Background: an optimization exercise with open tools, aiming at small area. Do not read the settings as production practice. The RTL was checked by simulation tests, not by an equivalence proof against the original design. Power is estimated from default activity; no workload was simulated.

File: design/flow/flow/run.sh
#!/bin/bash
# The standard layout, with two changes:
#  - synthesis is synth_recipe.tcl with an area-oriented ABC mapping script
#    (flow/area.abc); flip-flop mapping and naming are untouched
#  - port buffers use the smallest buffer cell
set -euo pipefail
cd "$(dirname "$0")/.."
W=$PWD
export AREA_ABC_SCRIPT=$W/flow/area.abc
export BUFFER_PORTS_ARGS="-buffer_cell sky130_fd_sc_hd__buf_1"
{ head -1 synth_recipe.tcl; cat flow/abc_hook.tcl; tail -n +2 synth_recipe.tcl; } > synth_area.tcl
sed "s#SYNTH_SCRIPT=[^ ]*#SYNTH_SCRIPT=$W/synth_area.tcl#" standard.sh > standard_area.sh
bash standard_area.sh > standard_flow.log 2>&1
File: design/flow/flow/abc_hook.tcl
# use an area-oriented ABC script for the technology mapping step
proc abc {args} {
  set i [lsearch $args -script]
  if {$i >= 0} { lset args [expr {$i + 1}] $::env(AREA_ABC_SCRIPT) }
  yosys abc {*}$args
}
File: design/flow/flow/area.abc
&get -n
&st
&syn2
&dch -f
&nf -a
&st
&syn2
&dch -f
&nf -a
&st
&syn2
&dch -f
&nf -a
&st
&syn2
&dch -f
&nf -a
&put
topo
stime -c
File: design/flow/standard.sh
#!/bin/bash
# synth_recipe.tcl (not shown) runs the flow's synth.tcl, then flattens the netlist and writes it again
# the make line also repeats each setting of config.mk as NAME=value (left out here)
make -C /OpenROAD-flow-scripts/flow DESIGN_CONFIG=/design/flow/config.mk WORK_HOME=/design/flow/orfs CLKGATE_MAP_FILE= SYNTH_SCRIPT=/design/flow/synth_recipe.tcl "${@:-finish}"
File: design/flow/config.mk
export PLATFORM = sky130hd
export DESIGN_NAME = bi_link_top
export DESIGN_NICKNAME = bi_link_top
export VERILOG_FILES = /design/flow/design.v
export SDC_FILE = /design/flow/constraint.sdc
export NUM_CORES = 4
export LEC_CHECK = 0
export CAP_MARGIN = 20
export CORE_MARGIN = 2
export CORE_UTILIZATION = 80
export CTS_BUF_LIST = sky130_fd_sc_hd__clkbuf_16
export CTS_CLUSTER_DIAMETER = 60
export CTS_CLUSTER_SIZE = 40
export SLEW_MARGIN = 20
File: design/flow/constraint.sdc
create_clock -name core_clock -period 10.0 [get_ports {clk}]
set_input_delay 2.0000 -clock core_clock [delete_from_list [all_inputs] [get_ports {clk}]]
set_output_delay 2.0000 -clock core_clock [all_outputs]
set_load 0.01 [all_outputs]
File: design/flow/design.v
package link_pkg;
    typedef logic [32-1:0] data_word_t;
    typedef struct packed {
        data_word_t           data;
        logic [5-1:0] inv;
    } link_word_t;
endpackage
package stats_pkg;
    typedef logic [11-1:0] bin_count_t;
    typedef struct packed {
        logic [5-1:0] max_bin;
        logic [22-1:0]     weighted_sum;
    } stats_report_t;
    typedef enum logic [1:0] {
        SCAN_IDLE,
        SCAN_RUN,
        SCAN_DONE
    } scan_state_e;
endpackage
module bi_link_top (
    input  logic        clk,
    input  logic        rst_n,
    input  logic        in_valid_i,
    input  logic [31:0] data_i,
    input  logic        report_req_i,
    output logic [36:0] link_o,
    output logic        link_valid_o,
    output logic [31:0] data_o,
    output logic        out_valid_o,
    output logic [26:0] report_o,
    output logic        report_valid_o
);
    localparam int NB = 18;    
    logic [31:0] raw_q;
    logic [4:0]  inv_q;
    logic [31:0] diff;
    logic [2:0]  dc [5];
    logic [4:0]  maj;
    logic [2:0]  tg [5];
    logic [4:0]  bin_d, bin_q;
    assign diff = data_i ^ raw_q;
    always_comb begin
        for (int s = 0; s < 5; s++) dc[s] = '0;
        for (int b = 0; b < 7; b++) dc[0] = dc[0] + 3'(diff[b]);
        for (int b = 7; b < 14; b++) dc[1] = dc[1] + 3'(diff[b]);
        for (int b = 14; b < 20; b++) dc[2] = dc[2] + 3'(diff[b]);
        for (int b = 20; b < 26; b++) dc[3] = dc[3] + 3'(diff[b]);
        for (int b = 26; b < 32; b++) dc[4] = dc[4] + 3'(diff[b]);
        for (int s = 0; s < 5; s++) begin
            maj[s] = dc[s][2];
            tg[s] = {1'b0, dc[s][1:0] ^ {2{maj[s]}}};
        end
        bin_d = 5'(tg[0]) + 5'(tg[1]) + 5'(tg[2]) + 5'(tg[3]) + 5'(tg[4])
              + 5'(maj[0]) + 5'(maj[1]);
    end
    always_ff @(posedge clk or negedge rst_n) begin
        if (!rst_n) begin
            raw_q        <= '0;
            inv_q        <= '0;
            link_valid_o <= 1'b0;
            data_o       <= '0;
            out_valid_o  <= 1'b0;
        end else begin
            if (in_valid_i) begin
                raw_q <= data_i;
                inv_q <= inv_q ^ maj;
            end
            link_valid_o <= in_valid_i;
            data_o       <= raw_q;
            out_valid_o  <= link_valid_o;
        end
    end
    always_ff @(posedge clk) begin
        bin_q <= bin_d;
    end
    assign link_o = {raw_q ^ {{6{inv_q[4]}}, {6{inv_q[3]}}, {6{inv_q[2]}},
                              {7{inv_q[1]}}, {7{inv_q[0]}}},
                     inv_q};
    logic [10:0] bins_q [NB];
    logic [NB-1:0] sat;
    logic        inc;
    always_comb begin
        for (int b = 0; b < NB; b++) sat[b] = &bins_q[b];
    end
    logic [NB-1:0] hit;
    always_comb begin
        for (int b = 0; b < NB; b++) hit[b] = (bin_q == 5'(b));
    end
    assign inc = link_valid_o && |(hit & ~sat);
    logic [11:0] carry [NB];
    always_comb begin
        for (int b = 0; b < NB; b++) begin
            carry[b][0] = link_valid_o & hit[b] & ~sat[b];
            for (int i = 0; i < 11; i++) carry[b][i+1] = carry[b][i] & bins_q[b][i];
        end
    end
    always_ff @(posedge clk or negedge rst_n) begin
        if (!rst_n) begin
            for (int b = 0; b < NB; b++) bins_q[b] <= '0;
        end else begin
            for (int b = 0; b < NB; b++) bins_q[b] <= bins_q[b] ^ carry[b][10:0];
        end
    end
    logic [4:0]  sc_q;
    logic [10:0] cnt;
    logic [10:0] run_max_q;
    logic [4:0]  max_idx_q;
    logic [18:0] wsum_q;
    logic [7:0]  skip_q;
    logic [4:0]  inc_b;
    logic        active, skip, done, first;
    logic [7:0]  skip_sum;
    logic [7:0]  w_add;
    logic [NB-1:0] rd;
    logic [10:0]   grp [NB/3];
    always_comb begin
        for (int b = 0; b < NB; b++) rd[b] = (sc_q == 5'(b + 1));
        for (int k = 0; k < NB/3; k++) begin
            grp[k] = (bins_q[3*k]   & {11{rd[3*k]}})   |
                     (bins_q[3*k+1] & {11{rd[3*k+1]}}) |
                     (bins_q[3*k+2] & {11{rd[3*k+2]}});
        end
        cnt = (grp[0] | grp[1] | grp[2]) | (grp[3] | grp[4] | grp[5]);
    end
    assign inc_b    = inc ? bin_q : 5'd0;
    assign active   = (sc_q != 5'd0);
    assign done     = (sc_q == 5'd22);
    assign first    = (sc_q == 5'd1);
    assign skip     = active && (bin_q < sc_q);
    assign skip_sum = skip_q + 8'(skip ? inc_b : 5'd0);
    assign w_add    = done ? skip_sum : 8'(skip ? 5'd0 : inc_b);
    always_ff @(posedge clk or negedge rst_n) begin
        if (!rst_n) begin
            sc_q           <= '0;
            wsum_q         <= '0;
            report_o       <= '0;
            report_valid_o <= 1'b0;
        end else begin
            wsum_q         <= wsum_q + 19'(w_add);
            report_valid_o <= done;
            if (done) begin
                report_o <= {max_idx_q, 3'b000, wsum_q};
                sc_q     <= '0;
            end else if (active || report_req_i) begin
                sc_q <= sc_q + 1'b1;
            end
        end
    end
    always_ff @(posedge clk) begin
        skip_q <= first ? 8'd0 : skip_sum;
        if (first) begin
            run_max_q <= cnt;
            max_idx_q <= '0;
        end else if (cnt > run_max_q) begin
            run_max_q <= cnt;
            max_idx_q <= sc_q - 1'b1;
        end
    end
endmodule
==> results of run 1 <==
[where the power goes]
part	switching [mW]	internal, mW
combinational	1.11	0.754
sequential	0.285	1.69
clock	0.547	0.453
[per-stage QoR]
| stage | instances | worst slack, ns | util, % | total power [mW] | hold WS, ns |
|---|---|---|---|---|---|
| final | 1714 | 3.71 | 89.2 | 4.84 | 0.457 |
| after global routing | 1714 | 3.34 | 89.2 | 5.15 | 0.469 |
| after CTS | 1713 | 3.75 | 89.1 | 4.82 | 0.456 |
| after detailed placement | 1675 | 3.18 | 85.3 | 3.81 | 0.441 |
| after global placement | 1675 | 3.33 | 85.3 | 3.62 | 0.432 |
| after floorplan | 1269 | 3.56 | - | 3.17 | 0.421 |
[cell usage after synthesis (5+ instances only)]
cell / count
nand4_1: 49
a211oi_1: 7
clkinv_1: 45
dfrtp_1: 318
a21oi_1: 22
xnor2_1: 48
and3_1: 10
nor3_1: 26
fa_1: 25
nand2b_1: 6
a22oi_1: 31
edfxtp_1: 11
nand2_1: 44
xor2_1: 74
nand3_1: 33
ha_1: 220
a21o_1: 12
nor2_1: 130
a22o_1: 6
nor4_1: 5
and2_0: 12
mux2_1: 32
a222oi_1: 34
a221oi_1: 6
o21bai_1: 5
dfxtp_1: 18
[placed cells by master, fill, tap and decap left out, types with 4 or more instances in the layout]
| cell type | count |
|---|---|
| dfrtp_1 | 318 |
| ha_1 | 220 |
| nor2_1 | 130 |
| buf_1 | 129 |
| xor2_1 | 74 |
| nand4_1 | 49 |
| xnor2_1 | 48 |
| clkinv_1 | 45 |
| nand2_1 | 44 |
| a222oi_1 | 34 |
| nand3_1 | 33 |
| mux2_1 | 32 |
| a22oi_1 | 31 |
| nor3_1 | 26 |
| fa_1 | 25 |
| a21oi_1 | 22 |
| clkbuf_16 | 21 |
| dfxtp_1 | 18 |
| a21o_1 | 12 |
| and2_0 | 12 |
| edfxtp_1 | 11 |
| and3_1 | 10 |
| buf_4 | 8 |
| a211oi_1 | 7 |
| nand2b_1 | 6 |
| a221oi_1 | 6 |
| a22o_1 | 6 |
| nor4_1 | 5 |
| o21bai_1 | 5 |
| inv_6 | 5 |
| o21ai_0 | 4 |
| nor2b_1 | 4 |
| inv_12 | 4 |
[worst reg2reg max path: cells and delay by family, from the launching register on]
| kind | cells | cell delay (ns) |
|---|---|---|
| simple gates | 11 | 2.54 |
| compound gates | 6 | 1.63 |
| buf+inv | 1 | 0.07 |
| xor+xnor | 2 | 0.42 |
| fa+ha+maj | 3 | 1.03 |
| flops | 1 | 0.49 |
[path summary, 6_finish.rpt]
check,start,endpoint,slack (ns)
setup / recovery,bins_q[7][3],wsum_q[16],3.71
hold / removal,raw_q[0],data_o[0],0.46
setup reg to reg,bins_q[7][3],wsum_q[16],3.71
hold reg to reg,raw_q[0],data_o[0],0.46
max in group asynchronous,rst_n,bins_q[16][0],7.17
min in group asynchronous,rst_n,bins_q[8][6],1.42
[per-layer routing]
metal,GRT usage [%],vias up
met5,0,-
met4,12.7,0
met1,52.2,5762
met2,63.4,690
li1,-,4924
met3,12.9,165
[cell families after synthesis]
family          Yosys count  share of synthesized area [%]
fa+ha+maj               245                           20.1
mux                      33                           2.28
other cells               1                         0.0231
simple gates            332                           9.78
compound gates          139                           6.72
buf+inv                  48                           1.18
xor+xnor                122                           6.59
flops                   347                           53.3
[state kept, by name (all words and copies together), names as in the netlist]
| signal | cells |
|---|---|
| out_valid_o | 1 |
| run_max_q | 11 |
| bin_q | 5 |
| skip_q | 8 |
| report_o | 24 |
| report_valid_o | 1 |
| raw_q | 32 |
| data_o | 32 |
| max_idx_q | 5 |
| inv_q | 5 |
| wsum_q | 19 |
| link_valid_o | 1 |
| sc_q | 5 |
| bins_q | 198 |
[final cells by class]
class,instances,area share [%]
Clock inverter,17,1.32
Inverter,45,0.945
Multi-Input combinational cell,874,41.3
Tap cell,270,1.89
Sequential cell,347,48.4
Timing Repair Buffer,140,3.23
Clock buffer,21,2.94
==> key figures, run 1 <==
GRT
  • Vias in the first global route: 12000
  • Total grt overflow: 0
  • Initial antenna violation count: 1
  • Gr usage total: 39.5%
  • Largest net degree at the start of global routing: 74
  • Global-route wire length before repair: 65000 um

Worst setup path
  • Startpoint types: flip-flop
  • Worst path slowest cell: o31ai_1
  • Reg2reg path depth: 23
  • CP Class: reg2reg
  • Delay-heaviest family, CP: simple AND/OR/NAND/NOR gates
  • Crit path required time: 10.44 ns
  • CP Buf/Inv Count: 1
  • Crit-path cells: nand3_1 > nor3_1 > nor3_1 > nor4_1 > nand3_1 > o31ai_1 > or2_0 > nor2_1 > ha_1 > fa_1 > a21o_1 > a21oi_1 > nor2b_1 > o21ai_0 > xor2_1 > nor2_1 > ha_1 > clkinv_1 > o21bai_1 > a21oi_1 > nor3b_1 > nand2_1 > xnor2_1
  • WP depth: 23
  • CP Capture Type: flip-flop
  • CP peak stage delay: 0.73 ns
  • Largest fanout on the critical path: 5
  • Worst Path Arrival: 6.72 ns

Outcome
  • Outcome: finished clean

Logic synthesis
  • Async SR Flop Fraction: 91.6%
  • EDFF count, synth: 11
  • Top FF cell, synth: dfrtp_1
  • Post-Syn Area per Cell: 12.8 um^2
  • Netlist cell types: 44
  • Cell Area, Synth: 0.0162 mm^2
  • Top cell type by total area after synthesis: dfrtp_1
  • FF+latch count, synth: 347
  • Syn. warnings: 6
  • Top cell type's share of synthesized area: 49.1%
  • Seq/Total Area, Yosys: 53.3%
  • Area contributors post-synth: dfrtp_1, ha_1, xor2_1
  • Gate Count Post-Synth: 1267

CTS
  • TritonCTS Sinks: 347
  • CTS H-Tree Depth: 1
  • Hold_buf cts: 0
  • CTS Buf Count: 21
  • Worst-skew pair later-pin latency: 0.55 ns
  • Clock slew at reported path FFs: 0.10 ns
  • CTS tree: done
  • CTS max path bufs: 3
  • Setup Buffers After CTS: 0
  • Clock Root Buffer: clkbuf_16
  • Post-CTS sizing: 0

Cells and area
  • Final-stage net count: 1710
  • Multi-input logic area: 0.00738 mm^2
  • Fraction of layout cells with a size suffix above 1: 3.32%
  • Seq. cell area: 0.00865 mm^2
  • Syn-to-layout area delta: 10.2%
  • Antenna cells: 0
  • Final-layout fill cell count: 879
  • Design area: 0.0179 mm^2

STA
  • Final period util: 62.9%
  • Relative max-transition margin: 12.0%
  • Min Tclk post-route: 6.29 ns
  • Final Slew Violations: 0
  • RSZ-0062 raised after global routing: no
  • Max Clock Skew: 0.0187 ns
  • Setup violators final: 0
  • Final Hold Vio Count: 0
  • FMAX: 0.159 GHz
  • Worst-Margin Slew: 1.32 ns
  • Fin Setup TNS: 0 ns

Floorplan
  • Core area: 0.0200 mm^2
  • IO Pins: 135
  • DIE HEIGHT: 146 um
  • Starting Density: 80.9%
  • Die Span X: 146 um
  • Die Area: 0.0214 mm^2
  • Row cnt: 52

Routing
  • DR iter-0 viols: 1429
  • Via Count: 11500
  • Met1 Wirelength: 15000 um
  • Final ANT Viol Nets: 0
  • # DRC: 0
  • Via density: 6.73
  • Routed WL per cell: 24.0 um
  • Met3 Routed Length: 5010 um
  • DR WL met2: 19600 um
  • DRT Pass-1 Iters: 15
  • Post-Route WL: 41100 um
  • Top Metal Used: met4

Pwr
  • VDD IR max: 0.316 mV
  • Cell Pwr Density: 271 mW/mm^2
  • Static Leak: 9.16 nW

Run
  • Max cap viols: 0

Hold path
  • Worst hold-check path type: reg2reg
  • Hold path depth: 0

Place
  • Placed cell areas: 0.0171 mm^2
  • GP Congestion: 0.999
  • PortBufs: 131
  • Detail Placement HPWL: 29300 um
==> inputs of run 2 (changes only) <==
--- a/design/flow/design.v
+++ b/design/flow/design.v
@@ -125,3 +125,3 @@
     assign inc_b    = inc ? bin_q : 5'd0;
-    assign active   = (sc_q != 5'd0);
+    assign active   = (sc_q != 5'd0) && (sc_q != 5'd23);
     assign done     = (sc_q == 5'd22);
@@ -131,2 +131,3 @@
     assign w_add    = done ? skip_sum : 8'(skip ? 5'd0 : inc_b);
+    assign report_valid_o = (sc_q == 5'd23);
     always_ff @(posedge clk or negedge rst_n) begin
@@ -136,11 +137,11 @@
             report_o       <= '0;
-            report_valid_o <= 1'b0;
         end else begin
             wsum_q         <= wsum_q + 19'(w_add);
-            report_valid_o <= done;
             if (done) begin
                 report_o <= {max_idx_q, 3'b000, wsum_q};
-                sc_q     <= '0;
-            end else if (active || report_req_i) begin
+                sc_q     <= 5'd23;
+            end else if (active) begin
                 sc_q <= sc_q + 1'b1;
+            end else begin
+                sc_q <= report_req_i ? 5'd1 : 5'd0;
             end
--- a/design/flow/config.mk
+++ b/design/flow/config.mk
@@ -9,6 +9,6 @@
 export CORE_MARGIN = 2
-export CORE_UTILIZATION = 80
+export CORE_UTILIZATION = 65
 export CTS_BUF_LIST = sky130_fd_sc_hd__clkbuf_16
-export CTS_CLUSTER_DIAMETER = 60
-export CTS_CLUSTER_SIZE = 40
+export CTS_CLUSTER_DIAMETER = 80
+export CTS_CLUSTER_SIZE = 25
 export SLEW_MARGIN = 20
==> run 2 against run 1 <==
Synthesized cell count did not move. Total power fell by 9.2%. Global-route usage fell by 10 points. Routed wire length fell by 9.9%. Die area rose by 22%. Non-clock buffer count rose by 4. Highest routed layer unchanged.
==> key figures, run 2 <==
Outcome
  • Outcome: finished clean (unchanged)

Pwr
  • Sw Ratio: 38.4% (was 40.1%)
  • Net Sw Power: 1.69 mW (was 1.94 mW)
  • Sequential share of power: 43.4% (was 40.8%)
  • Cell Pwr Density: 249 mW/mm^2 (was 271 mW/mm^2)
  • VDD IR max: 0.285 mV (was 0.316 mV)
  • Clock power frac: 17.0% (was 20.7%)
  • Comb power frac: 39.7% (was 38.5%)
  • Static Leak: 8.97 nW (was 9.16 nW)
  • Tot Pwr: 4.39 mW (was 4.84 mW)
  • Cell-internal power: 2.71 mW (was 2.90 mW)

Hold path
  • Worst hold-check path type: reg2reg (unchanged)

Worst setup path
  • Most frequent CP cell: fa_1
  • Largest fanout on the critical path: 5 (unchanged)
  • CP Capture Type: flip-flop (unchanged)
  • Worst Path Arrival: 6.70 ns (was 6.72 ns)
  • Startpoint types: primary input (was flip-flop)
  • Crit-path cells: buf_1 > xnor2_1 > fa_1 > clkinv_1 > fa_1 > fa_1 > clkinv_1 > fa_1 > xnor2_1 > fa_1 > fa_1 > clkinv_1 > fa_1 > ha_1 > clkinv_1 > fa_1 > clkinv_1 (was nand3_1 > nor3_1 > nor3_1 > nor4_1 > nand3_1 > o31ai_1 > or2_0 > nor2_1 > ha_1 > fa_1 > a21o_1 > a21oi_1 > nor2b_1 > o21ai_0 > xor2_1 > nor2_1 > ha_1 > clkinv_1 > o21bai_1 > a21oi_1 > nor3b_1 > nand2_1 > xnor2_1)
  • CP Class: in2reg (was reg2reg)
  • Crit path required time: 10.42 ns (was 10.44 ns)
  • Worst path slowest cell: fa_1 (was o31ai_1)
  • CP peak stage delay: 0.56 ns (was 0.73 ns)

Place
  • PortBufs: 131 (unchanged)
  • Detail Placement HPWL: 27900 um (was 29300 um)
  • GP Congestion: 0.954 (was 0.999)

Cells and area
  • Most common cell after layout, fill and taps aside: dfrtp_1 (unchanged)
  • Syn-to-layout area delta: 8.99% (was 10.2%)
  • Fraction of layout cells with a size suffix above 1: 2.30% (was 3.32%)
  • Final-stage net count: 1709 (was 1710)
  • Most frequent cells in the layout: dfrtp_1, ha_1, buf_1, nor2_1, xor2_1 (was dfrtp_1, ha_1, nor2_1, buf_1, xor2_1)
  • Antenna cells: 0 (unchanged)
  • Biggest registers after layout: bins_q: 198 flops, data_o: 32 flops, raw_q: 32 flops (unchanged)
  • Largest register by flop count: bins_q (unchanged)
  • Largest register FFs: 198 (unchanged)

Routing
  • Post-Route WL: 37000 um (was 41100 um)
  • DR iter-0 viols: 1266 (was 1429)
  • DRT Pass-1 Iters: 7 (was 15)
  • Routed WL per cell: 21.0 um (was 24.0 um)
  • # DRC: 0 (unchanged)
  • Final ANT Viol Nets: 0 (unchanged)
  • Via Count: 10800 (was 11500)
  • Via density: 6.11 (was 6.73)

STA
  • Max Clock Skew: 0.0153 ns (was 0.0187 ns)
  • Relative max-transition margin: 23.7% (was 12.0%)
  • Final Hold Vio Count: 0 (unchanged)
  • Final Slew Violations: 0 (unchanged)
  • Final period util: 62.8% (was 62.9%)
  • Setup violators final: 0 (unchanged)
  • Min Tclk post-route: 6.28 ns (was 6.29 ns)
  • Fin Setup TNS: 0 ns (unchanged)
  • RSZ-0062 raised after global routing: no (unchanged)
  • FMAX: 0.159 GHz (about the same)
  • Worst-Margin Slew: 1.14 ns (was 1.32 ns)

CTS
  • Setup Buffers After CTS: 0 (unchanged)
  • CTS max path bufs: 3 (unchanged)
  • Worst-skew pair later-pin latency: 0.51 ns (was 0.55 ns)
  • Clock slew at reported path FFs: 0.10 ns (about the same)
  • Hold_buf cts: 0 (unchanged)
  • CTS tree: done (unchanged)
  • Clock Root Buffer: clkbuf_16 (unchanged)
  • CTS H-Tree Depth: 1 (unchanged)
  • Post-CTS sizing: 0 (unchanged)
  • CTS Buf Count: 17 (was 21)
  • TritonCTS Sinks: 346 (was 347)

Floorplan
  • Core area: 0.0244 mm^2 (was 0.0200 mm^2)
  • IO Pins: 135 (unchanged)
  • Die Span X: 162 um (was 146 um)
  • Row cnt: 57 (was 52)
  • Die Area: 0.0261 mm^2 (was 0.0214 mm^2)
  • DIE HEIGHT: 162 um (was 146 um)
  • Starting Density: 66.3% (was 80.9%)

Logic synthesis
  • Post-Syn Area per Cell: 12.8 um^2 (about the same)
  • Cell Area, Synth: 0.0162 mm^2 (about the same)
  • Netlist cell types: 42 (was 44)
  • Count leader, synth: dfrtp_1 (unchanged)
  • Top cell type's share of synthesized area: 49.1% (about the same)
  • FF+latch count, synth: 346 (was 347)
  • Area contributors post-synth: dfrtp_1, ha_1, xor2_1 (unchanged)
  • Top cell type by total area after synthesis: dfrtp_1 (unchanged)
  • Post-synth top cells: dfrtp_1, ha_1, nor2_1 (unchanged)
  • Top FF cell, synth: dfrtp_1 (unchanged)
  • EDFF count, synth: 11 (unchanged)
  • Async SR Flop Fraction: 91.6% (about the same)
  • Gate Count Post-Synth: 1267 (unchanged)
  • Seq/Total Area, Yosys: 53.3% (about the same)
  • Syn. warnings: 6 (unchanged)

GRT
  • Vias in the first global route: 11000 (was 12000)
  • Initial antenna violation count: 0 (was 1)
  • Gr usage total: 29.3% (was 39.5%)
  • Largest net degree at the start of global routing: 78 (was 74)
  • Total grt overflow: 0 (unchanged)
  • Global-route wire length before repair: 59100 um (was 65000 um)

Run
  • Max cap viols: 0 (unchanged)
[run 2: path summary, 6_finish.rpt]
path,from,to,slack [ns],cells past startpoint
hold / removal,max_idx_q[1],report_o[23],0.44,2
hold reg to reg,max_idx_q[1],report_o[23],0.44,2
min in group asynchronous,rst_n,bins_q[15][10],1.46,1
max in group asynchronous,rst_n,bins_q[11][4],6.45,3
setup / recovery,data_i[3],bin_q[2],3.72,17
setup reg to reg,sc_q[0],run_max_q[4],4.27,19
[run 2: cell type report]
cell class	instances	area (um^2)
Timing Repair Buffer	144	594
Multi-Input combinational cell	866	7330
Clock inverter	10	37.5
Clock buffer	17	425
Inverter	54	203
Sequential cell	346	8620
Fill cell	1792	6770
Tap cell	324	405
[run 2: power groups by stage]
| stage | Combinational, mW | Sequential (mW) | Clock [mW] |
|---|---|---|---|
| floorplan | 1.26 | 1.88 | 0 |
| global placement | 1.69 | 1.92 | 0 |
| detailed placement | 1.75 | 1.93 | 0 |
| CTS | 1.77 | 1.90 | 0.763 |
| global route | 2.02 | 1.94 | 0.811 |
| finish | 1.74 | 1.90 | 0.747 |
[run 2: metal layers]
metal	vias to the layer above	part of all wire, %	track usage, %
li1	4911	-	-
met1	5310	43	42.4
met2	464	44	44.4
met3	76	10	7.41
met4	0	2.9	8.93
met5	-	0	0
[run 2: cells by family after synthesis]
group / share of synthesized area [%]
buffers and inverters: 1.39
AND/OR/NAND/NOR: 9.17
multiplexers: 2.23
adder cells (fa/ha/maj): 20.0
flip-flops: 53.3
other: 0.0232
XOR/XNOR: 6.66
AO/OA/AOI/OAI: 7.12
[run 2: critical path, delay by kind of cell]
family                   cells  cell delay, ns
XOR/XNOR                     2            0.38
adder cells (fa/ha/maj)      9            3.87
buffers and inverters        6            0.47
[run 2: metrics by stage]
step                      setup WS, ns  area [um^2]  instances  util, %  hold WS (ns)
after floorplan                   3.46        16200       1269        -         0.414
after global placement            3.22        17200       1734     70.3         0.425
after global routing              3.56        17600       1761     72.2         0.462
final                             3.72        17600       1761     72.2         0.442
after detailed placement          3.17        17200       1734     70.3         0.429
after CTS                         3.68        17600       1761     72.2         0.444
==> inputs of run 3 (changes only) <==
--- a/design/flow/flow/run.sh
+++ b/design/flow/flow/run.sh
@@ -5,2 +5,3 @@
 #  - port buffers use the smallest buffer cell
+#  - clock tree synthesis without dummy loads
 set -euo pipefail
@@ -10,2 +11,3 @@
 export BUFFER_PORTS_ARGS="-buffer_cell sky130_fd_sc_hd__buf_1"
+export CTS_ARGS="-sink_clustering_enable -repair_clock_nets -dont_use_dummy_load -sink_clustering_size 25 -sink_clustering_max_diameter 80 -buf_list sky130_fd_sc_hd__clkbuf_16"
 { head -1 synth_recipe.tcl; cat flow/abc_hook.tcl; tail -n +2 synth_recipe.tcl; } > synth_area.tcl
--- a/design/flow/config.mk
+++ b/design/flow/config.mk
@@ -13,2 +13,3 @@
 export CTS_CLUSTER_SIZE = 25
+export GPL_TIMING_DRIVEN = 0
 export SLEW_MARGIN = 20
==> run 3 against run 2 <==
Still clean on timing, DRC and antenna. Clock skew is 0.020 ns higher. First-iteration DRC count hardly changed. Non-clock buffer count is 5 higher. Critical endpoint unchanged.
==> key figures, run 3 <==
Outcome
  • Outcome: finished clean (unchanged)

STA
  • FMAX: 0.158 GHz (was 0.159 GHz)
  • Final Slew Violations: 0 (unchanged)
  • Relative max-transition margin: 19.6% (was 23.7%)
  • Setup violators final: 0 (unchanged)
  • Worst-Margin Slew: 1.20 ns (was 1.14 ns)
  • Final period util: 63.1% (was 62.8%)
  • Min Tclk post-route: 6.31 ns (was 6.28 ns)
  • Final Hold Vio Count: 0 (unchanged)
  • Max Clock Skew: 0.0352 ns (was 0.0153 ns)
  • RSZ-0062 raised after global routing: no (unchanged)

Routing
  • # DRC: 0 (unchanged)
  • DR iter-0 viols: 1267 (was 1266)
  • Final ANT Viol Nets: 0 (unchanged)
  • Routed WL per cell: 21.2 um (was 21.0 um)
  • DRT Pass-1 Iters: 8 (was 7)
  • Via density: 6.14 (was 6.11)
  • Post-Route WL: 37300 um (was 37000 um)
  • Via Count: 10800 (about the same)

Cells and area
  • Antenna cells: 0 (unchanged)
  • Biggest registers after layout: bins_q: 198 flops, data_o: 32 flops, raw_q: 32 flops (unchanged)
  • Design area: 0.0178 mm^2 (was 0.0176 mm^2)
  • Most common cell after layout, fill and taps aside: dfrtp_1 (unchanged)
  • Final Non-Filler Cells: 1757 (was 1761)
  • Fraction of layout cells with a size suffix above 1: 3.07% (was 2.30%)
  • Syn-to-layout area delta: 10.4% (was 8.99%)
  • Final-stage net count: 1715 (was 1709)
  • Most frequent cells in the layout: dfrtp_1, ha_1, buf_1, nor2_1, xor2_1 (unchanged)
  • Final-layout fill cell count: 1693 (was 1792)
  • Final core occ: 73.2% (was 72.2%)
  • Largest register by flop count: bins_q (unchanged)
  • Largest register FFs: 198 (unchanged)

Pwr
  • Comb power frac: 40.1% (was 39.7%)
  • Cell Pwr Density: 249 mW/mm^2 (about the same)
  • Static Leak: 9.03 nW (was 8.97 nW)
  • Cell-internal power: 2.74 mW (was 2.71 mW)
  • Sequential share of power: 43.0% (was 43.4%)
  • Clock power frac: 17.0% (about the same)
  • Sw Ratio: 38.3% (was 38.4%)
  • Tot Pwr: 4.44 mW (was 4.39 mW)
  • VDD IR max: 0.281 mV (was 0.285 mV)
  • Net Sw Power: 1.70 mW (was 1.69 mW)

Logic synthesis
  • Top cell type by total area after synthesis: dfrtp_1 (unchanged)
  • Async SR Flop Fraction: 91.6% (unchanged)
  • Top cell type's share of synthesized area: 49.1% (unchanged)
  • Area contributors post-synth: dfrtp_1, ha_1, xor2_1 (unchanged)
  • Netlist cell types: 42 (unchanged)
  • Post-Syn Area per Cell: 12.8 um^2 (unchanged)
  • FF+latch count, synth: 346 (unchanged)
  • Cell Area, Synth: 0.0162 mm^2 (unchanged)
  • Count leader, synth: dfrtp_1 (unchanged)
  • Post-synth top cells: dfrtp_1, ha_1, nor2_1 (unchanged)
  • EDFF count, synth: 11 (unchanged)
  • Syn. warnings: 6 (unchanged)
  • Top FF cell, synth: dfrtp_1 (unchanged)
  • Gate Count Post-Synth: 1267 (unchanged)
  • Seq/Total Area, Yosys: 53.3% (unchanged)

CTS
  • Clock slew at reported path FFs: 0.10 ns (about the same)
  • CTS Buf Count: 18 (was 17)
  • Worst-skew pair later-pin latency: 0.53 ns (was 0.51 ns)
  • CTS max path bufs: 3 (unchanged)
  • CTS H-Tree Depth: 1 (unchanged)
  • Setup Buffers After CTS: 0 (unchanged)
  • Post-CTS sizing: 0 (unchanged)
  • Hold_buf cts: 0 (unchanged)
  • CTS tree: done (unchanged)
  • Clock Root Buffer: clkbuf_16 (unchanged)
  • TritonCTS Sinks: 346 (unchanged)

Worst setup path
  • Largest fanout on the critical path: 5 (unchanged)
  • Worst Path Arrival: 6.75 ns (was 6.70 ns)
  • CP Class: in2reg (unchanged)
  • Startpoint types: primary input (unchanged)
  • CP Capture Type: flip-flop (unchanged)
  • Crit path required time: 10.44 ns (was 10.42 ns)

Floorplan
  • Die Span X: 162 um (unchanged)
  • DIE HEIGHT: 162 um (unchanged)
  • Core area: 0.0244 mm^2 (unchanged)
  • Row cnt: 57 (unchanged)
  • Starting Density: 66.3% (unchanged)
  • Die Area: 0.0261 mm^2 (unchanged)
  • IO Pins: 135 (unchanged)

Place
  • PortBufs: 131 (unchanged)
  • Placed cell areas: 0.0174 mm^2 (was 0.0172 mm^2)
  • Detail Placement HPWL: 28800 um (was 27900 um)
  • Inst Count DP: 1739 (was 1734)
  • GP Congestion: 0.970 (was 0.954)

GRT
  • Largest net degree at the start of global routing: 35 (was 78)
  • Global-route wire length before repair: 58800 um (was 59100 um)
  • Total grt overflow: 0 (unchanged)
  • Initial antenna violation count: 0 (unchanged)
  • Vias in the first global route: 11000 (about the same)
  • Gr usage total: 29.1% (was 29.3%)

Hold path
  • Worst hold-check path type: reg2reg (unchanged)

Run
  • Max cap viols: 0 (unchanged)
run 3: cell counts after synthesis:
Identical to the previous run, type by type.
run 3: area by class of cell:
class	count	area, um^2	share of cell area [%]
inverters	54	203	1.14
flip-flops and latches	346	8620	48.3
multi-input cells	866	7350	41.2
well taps	324	405	2.27
clock buffers	18	450	2.52
repair buffers	146	791	4.43
plain buffers	3	22.5	0.126
run 3: worst max-delay path, cell delays in order:
cell and delay (ns):
buf_1 0.10, xnor2_1 0.15, fa_1 0.55, clkinv_1 0.07, fa_1 0.50, fa_1 0.17
clkinv_1 0.08, fa_1 0.54, xnor2_1 0.23, fa_1 0.45, fa_1 0.49, clkinv_1 0.08
fa_1 0.49, ha_1 0.17, clkinv_1 0.09, fa_1 0.52, clkinv_1 0.05
run 3: worst paths after layout:
path                         startpoint             end  slack (ns)  cells past startpoint
setup / recovery              data_i[3]        bin_q[2]        3.69                     17
hold / removal             max_idx_q[1]    report_o[23]        0.44                      2
setup reg to reg                sc_q[0]    run_max_q[9]        4.31                     20
hold reg to reg            max_idx_q[1]    report_o[23]        0.44                      2
max in group asynchronous         rst_n    bins_q[3][3]        7.00                      6
min in group asynchronous         rst_n  bins_q[16][10]        1.53                      1
run 3: power groups by stage:
| stage | clock, mW | sequential [mW] | combinational [mW] |
|---|---|---|---|
| 6_report | 0.754 | 1.91 | 1.78 |
| 2_1_floorplan | 0 | 1.88 | 1.26 |
| 4_1_cts | 0.769 | 1.90 | 1.80 |
| 5_1_grt | 0.814 | 1.93 | 2.03 |
| 3_3_place_gp | 0 | 1.92 | 1.69 |
| 3_5_place_dp | 0 | 1.93 | 1.79 |
run 3: logic make-up after synthesis:
logic type | share of synthesized area (%)
AND/OR/NAND/NOR | 9.17
buffers and inverters | 1.39
flip-flops | 53.3
multiplexers | 2.23
adder cells (fa/ha/maj) | 20.0
other | 0.0232
XOR/XNOR | 6.66
AO/OA/AOI/OAI | 7.12
run 3: layer usage:
layer / track usage (%) / vias up / routed length (um)
met1: 41.1 / 5384 / 16100
met2: 45.2 / 428 / 16900
li1: - / 4905 / -
met5: 0 / - / 0
met4: 9.05 / 0 / 1180
met3: 7.02 / 70 / 3050
run 3: metrics by stage:
step	TNS [ns]	setup slack [ns]	hold slack, ns
global placement	-2834.15	-8.97	0.426
global route	0	3.47	0.469
detailed placement	0	3.10	0.434
CTS	0	3.67	0.447
floorplan	0	3.46	0.414
finish	0	3.69	0.443
==> inputs of run 4 (changes only) <==
--- a/design/flow/config.mk
+++ b/design/flow/config.mk
@@ -13,3 +13,2 @@
 export CTS_CLUSTER_SIZE = 25
-export GPL_TIMING_DRIVEN = 0
 export SLEW_MARGIN = 20
==> run 4 against run 3 <==
Worst setup slack better by 0.038 ns. Clock-buffer cell count down 1. Routed wire length down 1.1%. Worst hold slack worse by 0.0020 ns. Flip-flop and latch count unchanged. Synthesized cell count unchanged. Non-clock buffer count down 5. Core utilization down 1.1 points. Sequential share of layout area up 0.72 points. Critical path depth unchanged. Critical endpoint unchanged.
==> key figures, run 4 <==
Logic synthesis
  • Syn. warnings: 6 (unchanged)
  • Netlist cell types: 42 (unchanged)
  • Top cell type's share of synthesized area: 49.1% (unchanged)
  • FF+latch count, synth: 346 (unchanged)
  • Area contributors post-synth: dfrtp_1, ha_1, xor2_1 (unchanged)
  • Post-synth top cells: dfrtp_1, ha_1, nor2_1 (unchanged)
  • Cell Area, Synth: 0.0162 mm^2 (unchanged)
  • Post-Syn Area per Cell: 12.8 um^2 (unchanged)
  • Top FF cell, synth: dfrtp_1 (unchanged)
  • Async SR Flop Fraction: 91.6% (unchanged)
  • Gate Count Post-Synth: 1267 (unchanged)
  • Top cell type by total area after synthesis: dfrtp_1 (unchanged)
  • EDFF count, synth: 11 (unchanged)
  • Seq/Total Area, Yosys: 53.3% (unchanged)
  • Count leader, synth: dfrtp_1 (unchanged)

Cells and area
  • Largest register FFs: 198 (unchanged)
  • Final Non-Filler Cells: 1751 (was 1757)
  • Final-stage net count: 1709 (was 1715)
  • Syn-to-layout area delta: 8.75% (was 10.4%)
  • Largest register by flop count: bins_q (unchanged)
  • Final-layout fill cell count: 1796 (was 1693)
  • Biggest registers after layout: bins_q: 198 flops, data_o: 32 flops, raw_q: 32 flops (unchanged)
  • Most frequent cells in the layout: dfrtp_1, ha_1, buf_1, nor2_1, xor2_1 (unchanged)
  • Fraction of layout cells with a size suffix above 1: 2.31% (was 3.07%)
  • Antenna cells: 0 (unchanged)
  • Final core occ: 72.1% (was 73.2%)
  • Most common cell after layout, fill and taps aside: dfrtp_1 (unchanged)
  • Design area: 0.0176 mm^2 (was 0.0178 mm^2)

Place
  • PortBufs: 131 (unchanged)
  • Placed cell areas: 0.0172 mm^2 (was 0.0174 mm^2)
  • GP Congestion: 0.954 (was 0.970)
  • Pre-CTS setup slack: 3.17 ns (was 3.10 ns)
  • Detail Placement HPWL: 27900 um (was 28800 um)
  • Inst Count DP: 1734 (was 1739)

Worst setup path
  • Startpoint types: primary input (unchanged)
  • CP Class: in2reg (unchanged)
  • Crit path required time: 10.42 ns (was 10.44 ns)
  • Reg2reg start: sc_q[0] (unchanged)
  • Reg2reg path depth: 19 (was 20)
  • Reg2reg end: run_max_q[4] (was run_max_q[9])
  • Worst Path Arrival: 6.70 ns (was 6.75 ns)
  • CP Capture Type: flip-flop (unchanged)
  • Largest fanout on the critical path: 5 (unchanged)
  • Reg2reg setup slack: 4.36 ns (was 4.31 ns)

CTS
  • Clock slew at reported path FFs: 0.10 ns (about the same)
  • Post-CTS sizing: 0 (unchanged)
  • Setup Buffers After CTS: 0 (unchanged)
  • CTS tree: done (unchanged)
  • CTS H-Tree Depth: 1 (unchanged)
  • Worst-skew pair later-pin latency: 0.51 ns (was 0.53 ns)
  • TritonCTS Sinks: 346 (unchanged)
  • Clock Root Buffer: clkbuf_16 (unchanged)
  • Hold_buf cts: 0 (unchanged)
  • CTS Buf Count: 17 (was 18)
  • CTS max path bufs: 3 (unchanged)

Hold path
  • Hold path startpoint: max_idx_q[1] (unchanged)
  • Worst hold-check path type: reg2reg (unchanged)
  • Hold endpoint: report_o[23] (unchanged)
  • Hold path depth: 2 (unchanged)

STA
  • RSZ-0062 raised after global routing: no (unchanged)
  • Worst-Margin Slew: 1.12 ns (was 1.20 ns)
  • Setup violators final: 0 (unchanged)
  • Fin Setup TNS: 0 ns (unchanged)
  • FMAX: 0.159 GHz (was 0.158 GHz)
  • Relative max-transition margin: 25.3% (was 19.6%)
  • PnR worst setup slack: 3.72 ns (was 3.69 ns)
  • Min Tclk post-route: 6.28 ns (was 6.31 ns)
  • Final period util: 62.8% (was 63.1%)
  • Final Slew Violations: 0 (unchanged)
  • Fin Hold WS: 0.441 ns (was 0.443 ns)
  • Max Clock Skew: 0.0180 ns (was 0.0352 ns)
  • Final Hold Vio Count: 0 (unchanged)

GRT
  • Total grt overflow: 0 (unchanged)
  • Global-route wire length before repair: 59000 um (was 58800 um)
  • Gr usage total: 29.2% (was 29.1%)
  • Initial antenna violation count: 0 (unchanged)
  • Vias in the first global route: 11000 (about the same)
  • Largest net degree at the start of global routing: 78 (was 35)

Floorplan
  • IO Pins: 135 (unchanged)
  • Die Span X: 162 um (unchanged)
  • DIE HEIGHT: 162 um (unchanged)
  • Starting Density: 66.3% (unchanged)
  • Row cnt: 57 (unchanged)
  • Die Area: 0.0261 mm^2 (unchanged)
  • Core area: 0.0244 mm^2 (unchanged)

Pwr
  • VDD IR max: 0.285 mV (was 0.281 mV)
  • Static Leak: 8.92 nW (was 9.03 nW)
  • Cell Pwr Density: 249 mW/mm^2 (about the same)
  • Tot Pwr: 4.38 mW (was 4.44 mW)

Routing
  • Routed WL per cell: 21.1 um (was 21.2 um)
  • Via density: 6.14 (about the same)
  • DRT Pass-1 Iters: 7 (was 8)
  • # DRC: 0 (unchanged)
  • Final ANT Viol Nets: 0 (unchanged)
  • DR iter-0 viols: 1215 (was 1267)
  • Post-Route WL: 36900 um (was 37300 um)
  • Via Count: 10800 (about the same)

Outcome
  • Outcome: finished clean (unchanged)

Run
  • Max cap viols: 0 (unchanged)
[run 4: per-layer routing]
metal,vias to the layer above,track usage (%),share of wire [%]
met3,75,7.30,10
met1,5295,42.4,42
met2,484,44.4,44
met4,0,8.69,2.9
met5,-,0,0
li1,4898,-,-
[run 4: final cells by class]
class | instances | area (um^2) | area share, %
inverters | 54 | 203 | 1.15
multi-input cells | 866 | 7330 | 41.7
clock buffers | 17 | 425 | 2.42
repair buffers | 144 | 594 | 3.38
flip-flops and latches | 346 | 8620 | 49.1
well taps | 324 | 405 | 2.31
[run 4: report_power, final]
group	internal (mW)	switching, mW
sequential	1.67	0.239
combinational	0.728	1.01
clock	0.307	0.427
[run 4: critical path: stages]
cell,delay (ns)
buf_1,0.10
xnor2_1,0.15
fa_1,0.55
clkinv_1,0.08
fa_1,0.50
fa_1,0.17
clkinv_1,0.08
fa_1,0.52
xnor2_1,0.24
fa_1,0.46
fa_1,0.50
clkinv_1,0.07
fa_1,0.48
ha_1,0.17
clkinv_1,0.09
fa_1,0.51
clkinv_1,0.05
[run 4: logic make-up after synthesis]
group,after synthesis,share of synthesized area [%]
AOI/OAI and AO/OA,151,7.12
DFF,346,53.3
muxes,32,2.23
xor gates and xnor gates,123,6.66
buffers and inverters,57,1.39
adders and majority gates,244,20.0
other,1,0.0232
and+or+nand+nor,313,9.17
[run 4: worst max-delay path by stage]
stage	from	end	cells past startpoint
2_1_floorplan	data_i[3]	bin_q[2]	16
3_3_place_gp	data_i[3]	bin_q[2]	17
6_report	data_i[3]	bin_q[2]	17
4_1_cts	data_i[3]	bin_q[2]	17
3_5_place_dp	data_i[3]	bin_q[2]	17
5_1_grt	data_i[3]	bin_q[3]	17
==> inputs of run 5 (changes only) <==
--- a/design/flow/flow/run.sh
+++ b/design/flow/flow/run.sh
@@ -11,3 +11,3 @@
 export BUFFER_PORTS_ARGS="-buffer_cell sky130_fd_sc_hd__buf_1"
-export CTS_ARGS="-sink_clustering_enable -repair_clock_nets -dont_use_dummy_load -sink_clustering_size 25 -sink_clustering_max_diameter 80 -buf_list sky130_fd_sc_hd__clkbuf_16"
+export CTS_ARGS="-sink_clustering_enable -repair_clock_nets -dont_use_dummy_load -sink_clustering_size 14 -sink_clustering_max_diameter 60 -buf_list sky130_fd_sc_hd__clkbuf_8"
 { head -1 synth_recipe.tcl; cat flow/abc_hook.tcl; tail -n +2 synth_recipe.tcl; } > synth_area.tcl
--- a/design/flow/config.mk
+++ b/design/flow/config.mk
@@ -10,5 +10,5 @@
 export CORE_UTILIZATION = 65
-export CTS_BUF_LIST = sky130_fd_sc_hd__clkbuf_16
-export CTS_CLUSTER_DIAMETER = 80
-export CTS_CLUSTER_SIZE = 25
+export CTS_BUF_LIST = sky130_fd_sc_hd__clkbuf_8
+export CTS_CLUSTER_DIAMETER = 60
+export CTS_CLUSTER_SIZE = 14
 export SLEW_MARGIN = 20
==> run 5 against run 4 <==
First-iteration DRC count up 2.0%. Combinational power about the same. Synthesized cell count unchanged. Critical path type unchanged.
==> key figures, run 5 <==
Floorplan
  • Starting Density: 66.3% (unchanged)
  • Die Span X: 162 um (unchanged)
  • IO Pins: 135 (unchanged)
  • Row cnt: 57 (unchanged)
  • Die Area: 0.0261 mm^2 (unchanged)
  • DIE HEIGHT: 162 um (unchanged)
  • Core area: 0.0244 mm^2 (unchanged)

GRT
  • Global-route wire length before repair: 59100 um (was 59000 um)
  • Gr usage total: 29.3% (was 29.2%)
  • Vias in the first global route: 11000 (about the same)
  • Total grt overflow: 0 (unchanged)
  • Largest net degree at the start of global routing: 78 (unchanged)
  • Initial antenna violation count: 0 (unchanged)

CTS
  • CTS max path bufs: 3 (unchanged)
  • Setup Buffers After CTS: 0 (unchanged)
  • Clock Root Buffer: clkbuf_8 (was clkbuf_16)
  • TritonCTS Sinks: 346 (unchanged)
  • CTS H-Tree Depth: 1 (unchanged)
  • Post-CTS sizing: 0 (unchanged)
  • CTS Buf Count: 31 (was 17)
  • Clock slew at reported path FFs: 0.09 ns (was 0.10 ns)
  • Worst-skew pair later-pin latency: 0.60 ns (was 0.51 ns)
  • CTS tree: done (unchanged)
  • Hold_buf cts: 0 (unchanged)

Logic synthesis
  • Gate Count Post-Synth: 1267 (unchanged)
  • Cell Area, Synth: 0.0162 mm^2 (unchanged)
  • Syn. warnings: 6 (unchanged)
  • Post-Syn Area per Cell: 12.8 um^2 (unchanged)
  • Async SR Flop Fraction: 91.6% (unchanged)
  • EDFF count, synth: 11 (unchanged)
  • Netlist cell types: 42 (unchanged)
  • Top FF cell, synth: dfrtp_1 (unchanged)
  • Post-synth top cells: dfrtp_1, ha_1, nor2_1 (unchanged)
  • Area contributors post-synth: dfrtp_1, ha_1, xor2_1 (unchanged)
  • Count leader, synth: dfrtp_1 (unchanged)
  • FF+latch count, synth: 346 (unchanged)
  • Top cell type's share of synthesized area: 49.1% (unchanged)
  • Top cell type by total area after synthesis: dfrtp_1 (unchanged)
  • Seq/Total Area, Yosys: 53.3% (unchanged)

STA
  • RSZ-0062 raised after global routing: no (unchanged)
  • Final Hold Vio Count: 0 (unchanged)
  • Worst-Margin Slew: 1.20 ns (was 1.12 ns)
  • Setup violators final: 0 (unchanged)
  • Relative max-transition margin: 19.8% (was 25.3%)
  • PnR worst setup slack: 3.83 ns (was 3.72 ns)
  • Final Slew Violations: 0 (unchanged)
  • Max Clock Skew: 0.0343 ns (was 0.0180 ns)
  • Min Tclk post-route: 6.17 ns (was 6.28 ns)
  • Fin Setup TNS: 0 ns (unchanged)
  • Final period util: 61.7% (was 62.8%)
  • FMAX: 0.162 GHz (was 0.159 GHz)

Hold path
  • Worst hold-check path type: reg2reg (unchanged)

Routing
  • DR iter-0 viols: 1239 (was 1215)
  • Via density: 6.08 (was 6.14)
  • Post-Route WL: 37000 um (was 36900 um)
  • Via Count: 10700 (was 10800)
  • Final ANT Viol Nets: 0 (unchanged)
  • # DRC: 0 (unchanged)
  • Routed WL per cell: 21.0 um (was 21.1 um)
  • DRT Pass-1 Iters: 10 (was 7)

Worst setup path
  • Crit path required time: 10.50 ns (was 10.42 ns)
  • Crit-path cells: buf_1 > xnor2_1 > fa_1 > clkinv_1 > fa_1 > fa_1 > clkinv_1 > fa_1 > xnor2_1 > fa_1 > fa_1 > clkinv_1 > fa_1 > ha_1 > clkinv_1 > fa_1 > clkinv_1 (unchanged)
  • CP Capture Type: flip-flop (unchanged)
  • Worst Path Arrival: 6.67 ns (was 6.70 ns)
  • Largest fanout on the critical path: 5 (unchanged)
  • CP Class: in2reg (unchanged)
  • Worst path slowest cell: fa_1 (unchanged)
  • CP peak stage delay: 0.54 ns (was 0.55 ns)
  • Startpoint types: primary input (unchanged)
  • Most frequent CP cell: fa_1 (unchanged)

Cells and area
  • Antenna cells: 0 (unchanged)
  • Largest register by flop count: bins_q (unchanged)
  • Multi-input logic area: 0.00733 mm^2 (unchanged)
  • Final-layout fill cell count: 1797 (was 1796)
  • Syn-to-layout area delta: 8.76% (was 8.75%)
  • Most frequent cells in the layout: dfrtp_1, ha_1, buf_1, nor2_1, xor2_1 (unchanged)
  • Fraction of layout cells with a size suffix above 1: 3.26% (was 2.31%)
  • Biggest registers after layout: bins_q: 198 flops, data_o: 32 flops, raw_q: 32 flops (unchanged)
  • Largest register FFs: 198 (unchanged)
  • Final-stage net count: 1723 (was 1709)
  • Most common cell after layout, fill and taps aside: dfrtp_1 (unchanged)
  • Seq. cell area: 0.00862 mm^2 (unchanged)

Pwr
  • Cell Pwr Density: 248 mW/mm^2 (was 249 mW/mm^2)
  • VDD IR max: 0.285 mV (about the same)
  • Static Leak: 8.93 nW (was 8.92 nW)

Outcome
  • Outcome: finished clean (unchanged)

Place
  • PortBufs: 131 (unchanged)
  • GP Congestion: 0.954 (unchanged)
  • Detail Placement HPWL: 27900 um (unchanged)
  • Pre-CTS setup slack: 3.17 ns (unchanged)

Run
  • Max cap viols: 0 (unchanged)
==> run 5: worst max-delay path, delay by kind of cell <==
kind                       cells  cell delay [ns]
buffers and inverters          6             0.46
xor gates and xnor gates       2             0.39
adders and majority gates      9             3.85
==> run 5: kinds of logic after synthesis <==
logic type	Yosys count	synth area share [%]
AND/OR/NAND/NOR	313	9.17
buffers and inverters	57	1.39
flip-flops	346	53.3
adder cells (fa/ha/maj)	244	20.0
AO/OA/AOI/OAI	151	7.12
other	1	0.0232
XOR/XNOR	123	6.66
multiplexers	32	2.23
==> run 5: power by group <==
group          leakage, nW  switching, mW  internal (mW)
Clock                0.223          0.437          0.275
Combinational         4.29           1.01          0.726
Sequential            4.42          0.237           1.67
==> run 5: worst paths after layout <==
kind                       depth (start not counted)  slack [ns]              to         start
hold reg to reg                                    2        0.44    report_o[23]  max_idx_q[1]
setup / recovery                                  17        3.83        bin_q[2]     data_i[3]
min in group asynchronous                          1        1.37  bins_q[15][10]         rst_n
setup reg to reg                                  19        4.39    run_max_q[5]       sc_q[0]
max in group asynchronous                          3        6.52    bins_q[9][7]         rst_n
hold / removal                                     2        0.44    report_o[23]  max_idx_q[1]
==> run 5: through the flow <==
step / cell area, um^2 / hold slack, ns / utilization (%) / total power, mW / cells
3_5_place_dp: 17200 / 0.429 / 70.3 / 3.68 / 1734
6_report: 17600 / 0.442 / 72.1 / 4.35 / 1765
3_3_place_gp: 17200 / 0.425 / 70.3 / 3.61 / 1734
4_1_cts: 17600 / 0.443 / 72.1 / 4.39 / 1765
5_1_grt: 17600 / 0.458 / 72.1 / 4.72 / 1765
2_1_floorplan: 16200 / 0.414 / - / 3.14 / 1269
==> run 5: per-layer routing <==
layer	share of wire [%]	up-vias	track usage, %	routed length, um
met5	0	-	0	0
met4	2.9	0	7.96	1060
met3	9.3	80	7.02	3430
met2	45	466	44.4	16500
met1	43	5264	43.0	16100
li1	-	4926	-	-
==> run 5: final cells by class <==
class                           instances  area share (%)
Clock buffer                           31            2.43
Inverter                               54            1.15
Multi-Input combinational cell        866            41.7
Sequential cell                       346            49.0
Tap cell                              324            2.31
Timing Repair Buffer                  144            3.38

[re-timing with driven ports]
No port has a modelled driver above. Below, the same layouts with a new extraction and two added sets of constraints.
Step 1 sets driving cells, clkbuf_16 on the clock port and buf_2 on the other inputs (assumed; they add their load-dependent delay and slew).
Step 2 also shifts input and output timing later by t, the mid clock arrival at the registers, as if the neighbouring blocks saw the same clock.
a / b / c = ideal ports / drivers / drivers and shift; a / b = the first two.
run	t (ns)	setup slack, ns	worst data-port slew with drivers (ns)	pins driven straight from the clock port
run 1	0.593	3.714 / 3.714 / 3.202	0.05	1
run 2	0.556	3.724 / 3.751 / 3.195	0.05	1
run 3	0.564	3.685 / 3.714 / 3.150	0.05	1
run 4	0.554	3.723 / 3.747 / 3.193	0.05	1
run 5	0.627	3.827 / 3.850 / 3.222	0.05	1
After both steps setup and hold are still met in every run listed. The setup slack of run 5, which loses most, moves by +0.023 ns with the drivers and by -0.605 ns with both steps.
